This is an optimization exercise on Yosys and OpenROAD, whose aim is small area, a short achievable clock period and few clock cycles, not a production implementation.
The RTL was checked by simulation tests, not by an equivalence proof against the original design.
Power figures rest on the tool's default switching activity, not on a simulated workload.

===== flow/config.mk =====
export PLATFORM = sky130hd
export DESIGN_NAME = life_top
export DESIGN_NICKNAME = life_top
export VERILOG_FILES = /design/flow/design.v
export SDC_FILE = /design/flow/constraint.sdc
export NUM_CORES = 4
export LEC_CHECK = 0
export CAP_MARGIN = 20
export CORE_MARGIN = 2
export CORE_UTILIZATION = 40
export CTS_BUF_LIST = sky130_fd_sc_hd__clkbuf_4 sky130_fd_sc_hd__clkbuf_8
export SETUP_SLACK_MARGIN = 4.1
export SLEW_MARGIN = 20

===== flow/constraint.sdc =====
create_clock -name core_clock -period 7.0 [get_ports {clk}]
set_input_delay 1.4000 -clock core_clock [delete_from_list [all_inputs] [get_ports {clk}]]
set_output_delay 1.4000 -clock core_clock [all_outputs]
set_load 0.01 [all_outputs]

===== flow/design.v =====
`timescale 1ns/1ps
module preset_rom (
    input  logic [2:0]             preset,
    input  logic [5-1:0] row,
    output logic [40-1:0]  pattern
);
    always_comb begin
        pattern = '0;
        case (preset)
            3'd1: begin
                case (row)
                    5'd0:    pattern = (40'(7'b1) << (40 - (1) - (1)));
                    5'd1:    pattern = (40'(7'b11) << (40 - (2) - (2)));
                    5'd2:    pattern = (40'(7'b11) << (40 - (1) - (2)));
                    default: pattern = '0;
                endcase
            end
            3'd2: begin
                case (row)
                    5'd13, 5'd17:        pattern = (40'(7'b10101) << (40 - (17) - (5)));
                    5'd14, 5'd15, 5'd16: pattern = (40'(7'b10001) << (40 - (17) - (5)));
                    default:             pattern = '0;
                endcase
            end
            3'd3: begin
                case (row)
                    5'd13, 5'd14: pattern = (40'(7'b11011) << (40 - (17) - (5)));
                    5'd15:        pattern = (40'(7'b01010) << (40 - (17) - (5)));
                    5'd16, 5'd17: pattern = (40'(7'b1010101) << (40 - (16) - (7)));
                    5'd18:        pattern = (40'(7'b1100011) << (40 - (16) - (7)));
                    default:      pattern = '0;
                endcase
            end
            default: pattern = '0;    
        endcase
    end
endmodule
`timescale 1ns/1ps
module life_row_rule (
    input  logic [40-1:0] above,
    input  logic [40-1:0] middle,
    input  logic [40-1:0] below,
    output logic [40-1:0] next
);
    localparam int C = 40;
    logic [C+1:0] l, h;
    assign l[0] = 1'b0;
    assign h[0] = 1'b0;
    assign l[C+1] = 1'b0;
    assign h[C+1] = 1'b0;
    for (genvar i = 0; i < C; i++) begin : g_col
        assign {h[i+1], l[i+1]} = 2'(above[i]) + 2'(middle[i]) + 2'(below[i]);
    end
    for (genvar i = 0; i < C; i += 2) begin : g_pair
        logic [1:0] ph;
        logic       p0, k, z0, z1, z2;
        assign {k, p0} = 2'(l[i+1]) + 2'(l[i+2]);
        assign ph      = 2'(h[i+1]) + 2'(h[i+2]) + 2'(k);
        assign z0      = (ph == 2'd0);
        assign z1      = (ph == 2'd1);
        assign z2      = (ph == 2'd2);
        assign next[i]   = rule(z0, z1, z2, h[i],   l[i],   p0, middle[i]);
        assign next[i+1] = rule(z0, z1, z2, h[i+3], l[i+3], p0, middle[i+1]);
    end
    function automatic logic rule(input logic z0, input logic z1, input logic z2,
                                  input logic v1, input logic v0, input logic p0,
                                  input logic m);
        logic w1, w2;
        w1   = v1 ? z0 : z1;
        w2   = v1 ? z1 : z2;
        rule = (w1 && ((p0 ^ v0) || (m && p0 && v0))) || (w2 && m && !p0 && !v0);
    endfunction
endmodule
`timescale 1ns/1ps
module life_engine (
    input  logic                   clk,
    input  logic                   reset_n,
    input  logic                   preset_load,
    input  logic [2:0]             preset_sel,
    input  logic                   toggle,
    input  logic [6-1:0] cell_x,
    input  logic [5-1:0] cell_y,
    input  logic                   step,
    input  logic                   rd_en,
    input  logic [5-1:0] rd_row,
    output logic                   busy,
    output logic                   rd_valid,
    output logic [40-1:0]  rd_data
);
    localparam int C = 40;
    localparam int R = 30;
    localparam int K = 6;       
    localparam int G = R / K;                
    logic         busy_q;
    logic         op_pre, op_tgl, op_stp, op_rd;    
    logic         run_pre, run_stp;   
    logic [G-1:0] ptr;                
    logic [2:0]   sel_q;
    logic [4:0]   xh_q;               
    logic [7:0]   xl_q;               
    logic [G-1:0] y_grp;              
    logic [K-1:0] y_off;              
    logic [K-1:0] row_hit;            
    logic [K-1:0] row_hit2;           
    logic         accept;
    assign accept = !busy_q && (preset_load || toggle || step || rd_en);
    assign busy   = busy_q;
    logic [G-1:0]           y_grp_d;
    logic [K-1:0]           y_off_d;
    logic [4:0]             xh_d;
    logic [7:0]             xl_d;
    always_comb begin
        y_grp_d = '0;
        y_off_d = '0;
        for (int g = 0; g < G; g++)
            for (int j = 0; j < K; j++)
                if (cell_y == 5'(g * K + j)) begin
                    y_grp_d[g] = 1'b1;
                    y_off_d[j] = 1'b1;
                end
        xh_d = '0;
        xl_d = '0;
        for (int h = 0; h < 5; h++)
            if (cell_x[5:3] == 3'(h)) xh_d[h] = 1'b1;
        for (int l = 0; l < 8; l++)
            if (cell_x[2:0] == 3'(l)) xl_d[l] = 1'b1;
    end
    always_ff @(posedge clk) begin
        if (!busy_q) begin
            sel_q <= preset_sel;
            xh_q  <= xh_d;
            xl_q  <= xl_d;
            y_grp <= y_grp_d;
            y_off <= y_off_d;
        end
    end
    logic [G-1:0] ptr_nx;
    assign ptr_nx = {ptr[G-2:0], ptr[G-1]};
    logic tgl_here;       
    logic tgl_here2;      
    logic tgl_next;       
    localparam int Q2 = (G > 3) ? G - 2 : 0;
    logic [G-1:0] ptr_q2, ptr_nx_q2;     
    for (genvar g = 0; g < G; g++) begin : g_ptrq2
        assign ptr_q2[g]    = ptr[(g + G - Q2) % G];
        assign ptr_nx_q2[g] = ptr_nx[(g + G - Q2) % G];
    end
    logic turn_end;       
    assign tgl_here = |(ptr & y_grp);
    assign tgl_here2 = (Q2 > 0) && |(ptr_q2 & y_grp);
    assign tgl_next  = |(ptr_nx & y_grp) || ((Q2 > 0) && |(ptr_nx_q2 & y_grp));
    assign turn_end = (run_pre || run_stp) && ptr[G-1];
    logic pre_nx, stp_nx, tgl_nx, run_pre_nx, run_stp_nx;
    assign pre_nx     = op_pre && !turn_end;
    assign stp_nx     = op_stp && !turn_end;
    assign tgl_nx     = op_tgl && !tgl_here && !tgl_here2;
    assign run_pre_nx = pre_nx && (run_pre || ptr_nx[0]);
    assign run_stp_nx = stp_nx && (run_stp || ptr_nx[0]);
    always_ff @(posedge clk or negedge reset_n) begin
        if (!reset_n) begin
            busy_q   <= 1'b0;
            op_pre   <= 1'b0;
            op_tgl   <= 1'b0;
            op_stp   <= 1'b0;
            op_rd    <= 1'b0;
            ptr      <= G'(1);
            rd_valid <= 1'b0;
        end else begin
            ptr      <= ptr_nx;
            rd_valid <= op_rd;
            if (accept) begin
                op_pre <= preset_load;
                op_tgl <= !preset_load && toggle;
                op_stp <= !preset_load && !toggle && step;
                op_rd  <= !preset_load && !toggle && !step && rd_en;
                busy_q <= 1'b1;
            end else begin
                op_pre <= pre_nx;
                op_tgl <= tgl_nx;
                op_stp <= stp_nx;
                op_rd  <= 1'b0;
                busy_q <= ((pre_nx || stp_nx) && !((run_pre_nx || run_stp_nx) && ptr_nx[G-1])) ||
                          (tgl_nx && !tgl_next);
            end
        end
    end
    always_ff @(posedge clk) begin
        if (accept) begin
            run_pre <= preset_load && ptr_nx[0];
            run_stp <= !preset_load && !toggle && step && ptr_nx[0];
            row_hit <= (!preset_load && toggle && |(ptr_nx & y_grp_d)) ? y_off_d : '0;
            row_hit2 <= (Q2 > 0 && !preset_load && toggle && |(ptr_nx_q2 & y_grp_d)) ? y_off_d : '0;
        end else begin
            run_pre <= run_pre_nx;
            run_stp <= run_stp_nx;
            row_hit <= (tgl_nx && |(ptr_nx & y_grp)) ? y_off : '0;
            row_hit2 <= (Q2 > 0 && tgl_nx && |(ptr_nx_q2 & y_grp)) ? y_off : '0;
        end
    end
    logic [R*C-1:0] grid;
    logic [C-1:0]   prev;      
    logic [C-1:0] head [0:K-1];
    for (genvar j = 0; j < K; j++) begin : g_head
        assign head[j] = grid[j*C +: C];
    end
    logic [C-1:0] above, below;
    assign above = prev;
    if (G > 2) begin : g_below
        logic [C-1:0] below_q;
        always_ff @(posedge clk) begin
            below_q <= ptr[G-2] ? '0 : grid[2*K*C +: C];
        end
        assign below = below_q;
    end else begin : g_below
        assign below = ptr[G-1] ? '0 : grid[K*C +: C];
    end
    logic [C-1:0] col_hit;
    for (genvar b = 0; b < C; b++) begin : g_colhit
        assign col_hit[b] = xh_q[(C - 1 - b) / 8] && xl_q[(C - 1 - b) % 8];
    end
    logic [K*C-1:0] eng_out;
    logic [K*C-1:0] tgl_mask2;     
    for (genvar j = 0; j < K; j++) begin : g_mask2
        assign tgl_mask2[j*C +: C] = row_hit2[j] ? col_hit : '0;
    end
    for (genvar j = 0; j < K; j++) begin : g_row
        logic [C-1:0] up, dn, nxt, pat, pass, keep;
        assign up = (j == 0)     ? above : head[(j == 0) ? 0 : j - 1];
        assign dn = (j == K - 1) ? below : head[(j == K - 1) ? 0 : j + 1];
        life_row_rule u_rule (
            .above  (up),
            .middle (head[j]),
            .below  (dn),
            .next   (nxt)
        );
        logic [C-1:0] pat_g [0:G-1];
        for (genvar g = 0; g < G; g++) begin : g_rom
            preset_rom u_rom (
                .preset  (sel_q),
                .row     (5'(g * K + j)),
                .pattern (pat_g[g])
            );
        end
        always_comb begin
            pat = '0;
            for (int g = 0; g < G; g++)
                pat = pat | (pat_g[g] & {C{ptr[g]}});
        end
        assign pass = head[j] ^ (row_hit[j] ? col_hit : '0);
        assign keep = run_pre ? pat : pass;
        assign eng_out[j*C +: C] = run_stp ? nxt : keep;
    end
    always_ff @(posedge clk) begin
        grid[(G-1)*K*C +: K*C] <= eng_out;
        for (int p = 0; p < G - 1; p++)
            if (Q2 > 0 && p == Q2 - 1)
                grid[p*K*C +: K*C] <= grid[(p+1)*K*C +: K*C] ^ tgl_mask2;
            else
                grid[p*K*C +: K*C] <= grid[(p+1)*K*C +: K*C];
        prev <= ptr[G-1] ? '0 : head[K-1];
    end
    logic [R-1:0] rd_sel, rd_sel_d;
    logic [C-1:0] rd_word;
    always_comb begin
        rd_sel_d = '0;
        for (int p = 0; p < G; p++)
            for (int j = 0; j < K; j++)
                for (int v = 0; v < G; v++)
                    if (ptr_nx[v] && rd_row == 5'(((v + p) % G) * K + j))
                        rd_sel_d[p*K + j] = 1'b1;
    end
    always_ff @(posedge clk) begin
        rd_sel <= rd_sel_d;
    end
    always_comb begin
        rd_word = '0;
        for (int q = 0; q < R; q++)
            rd_word = rd_word | (grid[q*C +: C] & {C{rd_sel[q]}});
    end
    always_ff @(posedge clk) begin
        rd_data <= rd_word;
    end
endmodule
`timescale 1ns/1ps
module life_top (
    input  logic                   clk,
    input  logic                   reset_n,
    input  logic                   preset_load,
    input  logic [2:0]             preset_sel,
    input  logic                   toggle,
    input  logic [6-1:0] cell_x,
    input  logic [5-1:0] cell_y,
    input  logic                   step,
    input  logic                   rd_en,
    input  logic [5-1:0] rd_row,
    output logic                   busy,
    output logic                   rd_valid,
    output logic [40-1:0]  rd_data
);
    life_engine u_life_engine (
        .clk         (clk),
        .reset_n     (reset_n),
        .preset_load (preset_load),
        .preset_sel  (preset_sel),
        .toggle      (toggle),
        .cell_x      (cell_x),
        .cell_y      (cell_y),
        .step        (step),
        .rd_en       (rd_en),
        .rd_row      (rd_row),
        .busy        (busy),
        .rd_valid    (rd_valid),
        .rd_data     (rd_data)
    );
endmodule

===== flow/run.sh =====
#!/bin/bash
# synth_recipe.tcl (not shown) runs the flow's synth.tcl, then flattens the netlist and writes it again
# the make line also repeats each setting of config.mk as NAME=value (left out here)
make -C /OpenROAD-flow-scripts/flow DESIGN_CONFIG=/design/flow/config.mk WORK_HOME=/design/flow/orfs CLKGATE_MAP_FILE= SYNTH_SCRIPT=/design/flow/synth_recipe.tcl finish

==> impl_metrics.json <==
{
  "drt_iter0_drc": 7111,
  "seqPwrFrac_pct": 46.0,
  "vias": 59300,
  "cts_inserted_buffers": 235,
  "outcome": "complete, no violations",
  "synthMuxAreaShare_pct": 0.0607,
  "p_comb_share_pct": 10.8,
  "synth.avg_cell_area_um2": 9.77,
  "yosys_most_used_dff": "dfxtp_1",
  "gp_congestion": 0.897,
  "crit_path_cell_trace": "buf_6",
  "p_int_mw": 13.9,
  "fin_worst_skew_ns": 0.0720,
  "crit_arrival_ns": 1.54,
  "yosys.area_share.simple_pct": 15.1,
  "drv_slew": 0,
  "crit_type": "reg2out",
  "synthCells": 6961,
  "rsz0062_at_grt": "true",
  "die_y_um": 416,
  "numPortBuffers": 66,
  "post-route-drc-count": 0,
  "syn-num-nets": 7466,
  "start_util_pct": 40.2,
  "synthDistinctLibCells": 76,
  "power.density_nw_per_um2": 250,
  "layout.cells.most_common": "dfxtp_1",
  "peakVddDrop_mv": 0.195,
  "drtPass1Iterations": 8,
  "setup_viol": 0,
  "synthXorXnorAreaFrac_pct": 8.10,
  "synth_compound_area_share_pct": 19.5,
  "cts_tree": "done",
  "finalWirelength_um": 265000,
  "cp-start-kind": "flip-flop",
  "synth_top_cell_by_area": "dfxtp_1",
  "period_share_pct": 41.9,
  "maxCapViolCount": 0,
  "r2r_slack_ns": 4.08,
  "clock-sinks": 1402,
  "die_w_um": 416,
  "syn_area_um2": 68000,
  "cp_num_buf_inv": 1,
  "track_usage_pct": 29.6,
  "total_leakage_power_nw": 29.1,
  "ys_warn_count": 11,
  "nets": 7493,
  "worst_pin_slew_ns": 1.26,
  "synth_top_area_share_pct": 40.2,
  "ys_seq_area_share_pct": 41.8,
  "fp.dieArea_um2": 173000,
  "grt_pass1_vias": 57500,
  "fmax_mhz": 341,
  "cp_top_family": "flip-flops",
  "synthArstFlopShare_pct": 0.785,
  "coreArea_um2": 169000,
  "vias_per_cell": 6.29,
  "endpoint_kind": "primary output",
  "rows": 151,
  "whs_ns": 0.292,
  "final_layout_size_suffix_gt1_share_pct": 13.6,
  "pwr-share-clk_pct": 43.2,
  "synth_seq_cells": 1402,
  "hold_viol": 0,
  "hold_path_class": "reg2reg",
  "fin_tns_setup_ns": 0,
  "antenna_left": 0,
  "routedWlPerCell_um": 28.1,
  "ios": 67,
  "slew_headroom_pct": 16.2,
  "grt_first_pass_wirelength_um": 383000,
  "p_switching_mw": 5.43,
  "area_growth_pct": 13.4,
  "grt-ovfl-total": 0,
  "cts-root-buf": "clkbuf_8",
  "cp.required_ns": 5.60,
  "critPathSlowestCell": "dfxtp_4",
  "cts.reportedPaths.clkPinSlew_ns": 0.06,
  "min_period_ns": 2.94,
  "crit_fanout": 1,
  "clock_path_buffers": 3,
  "antenna_found_initial": 6,
  "synth_top_family_by_area": "compound AO/OA/AOI/OAI gates",
  "synthAdderAreaFrac_pct": 12.8,
  "insertion_delay_ns": 1.03,
  "place_hpwl_um": 168000,
  "synthTopCellsByArea": "dfxtp_1 (40%), fa_1 (11%), a22oi_1 (6.9%)",
  "synth_edf_count": 27,
  "final_cell_mix": "dfxtp_1 (1083), nand2_1 (815), a22oi_1 (623)",
  "p_sw_share_pct": 28.1,
  "grt_max_degree": 119,
  "cts_max_level": 4,
  "slowest_delay_ns": 0.44
}
[cell type report]
cell class              instances  area, um^2
inverters                     115         437
diodes                         13        32.5
multi-input cells            5092       38200
fillers                     15700       92000
flip-flops and latches       1402       29000
repair buffers                142        1250
clock buffers                 363        4630
clock inverters                71         795
well taps                    2218        2780
[synthesized netlist by cell type (72+ instances only)]
master / n
nand2_1: 816
dfxtp_1: 1364
nand3_1: 169
nor2b_1: 85
inv_1: 114
nor3_1: 103
fa_1: 360
nor2_1: 405
clkbuf_1: 249
ha_1: 120
nand4_1: 139
o2111ai_1: 72
a21oi_1: 154
o211ai_1: 72
xnor2_1: 398
a22oi_1: 623
xor2_1: 231
o21ai_0: 330
[stage by stage]
step	cells	utilization [%]	power [mW]	setup WS, ns	area (um^2)
after floorplan	6961	-	10.3	4.16	68000
after global placement	8947	41.8	10.9	3.45	70700
after detailed placement	8947	41.8	11.0	3.51	70700
after CTS	9383	45.2	19.3	3.98	76400
after global routing	9405	45.6	19.9	4.00	77100
final	9416	45.6	19.3	4.06	77100
[power groups by stage]
stage / Clock, mW / Combinational [mW] / Sequential, mW
after floorplan: 0 / 1.51 / 8.81
after global routing: 8.76 / 2.28 / 8.90
final: 8.33 / 2.09 / 8.87
after global placement: 0 / 1.92 / 9.02
after CTS: 8.40 / 2.02 / 8.86
after detailed placement: 0 / 2.00 / 9.03
[metal layers]
layer,track usage (%),wire length [um]
met1,38.1,104000
met2,46.7,119000
met3,5.46,24700
met4,16.6,17100
met5,0,0
[flip-flops by register name (all words and copies together) (netlist names), 5 cells and up]
register and count:
u_life_engine.grid 1200, u_life_engine.g_below.below_q 40, u_life_engine.prev 40, u_life_engine.rd_data 40, u_life_engine.rd_sel 30, u_life_engine.xl_q 8, u_life_engine.row_hit2 6, u_life_engine.row_hit 6
u_life_engine.y_off 6, u_life_engine.ptr 5, u_life_engine.xh_q 5, u_life_engine.y_grp 5
[kinds of logic (layout without fill, tap and decap cells)]
kind of cell,after synthesis,after routing
xor+xnor,629,629
buf+inv,468,691
other cells,0,13
mux,4,4
simple gates,2112,2113
fa+ha+maj,480,480
compound gates,1866,1866
flops,1402,1402
[repair_timing]
item | CTS | global route
pin swaps | 0 | 16
gates cloned | 1 | 0
hold buffers | 0 | 0
setup buffers | 1 | 20
endpoints found under the setup margin | 158 | 154
gates resized for setup | 391 | 241
[path summary, 6_finish.rpt]
kind | startpoint | end | cells after the start
min reg2reg | u_life_engine.grid[536] | u_life_engine.grid[296] | 0
min | u_life_engine.grid[536] | u_life_engine.grid[296] | 0
max reg2reg | u_life_engine.run_pre | u_life_engine.grid[1037] | 6
max | u_life_engine.rd_data[1] | rd_data[1] | 1
max in group asynchronous | reset_n | u_life_engine.ptr[3] | 1
min in group asynchronous | reset_n | u_life_engine.ptr[2] | 1
[worst reg2reg max path: stages (launching register included)]
cell     delay (ns)
dfxtp_1        0.31
buf_4          0.24
inv_1          0.59
nand2_8        0.56
buf_12         0.54
o22ai_1        0.22
a311o_1        0.35
Testbench counts, summed over its fixed seeds: cycles 4,317.

what the ideal ports hide:
In the flow no input, the clock included, has a driving cell. The finished layout below was timed again as built, in two steps. Step 1, drivers: a clkbuf_16 drives clk and a buf_2 each remaining input, both assumed. Step 2 moves the port delays by t, midway between the first and last clock arrival at a register: inputs arrive t later, outputs are due t later. That takes back most of the time a late clock gives input paths. Three values: ideal, step 1, step 2; two values: the first two.
shift t [ns]: 1.077
slack for setup (ns): 4.065 / 3.977 / 3.432
worst register clock-pin slew, ns: 0.07 / 0.07
After both steps this run still meets setup and hold. The setup slack of this run moves by -0.088 ns with the drivers and by -0.633 ns with both steps.
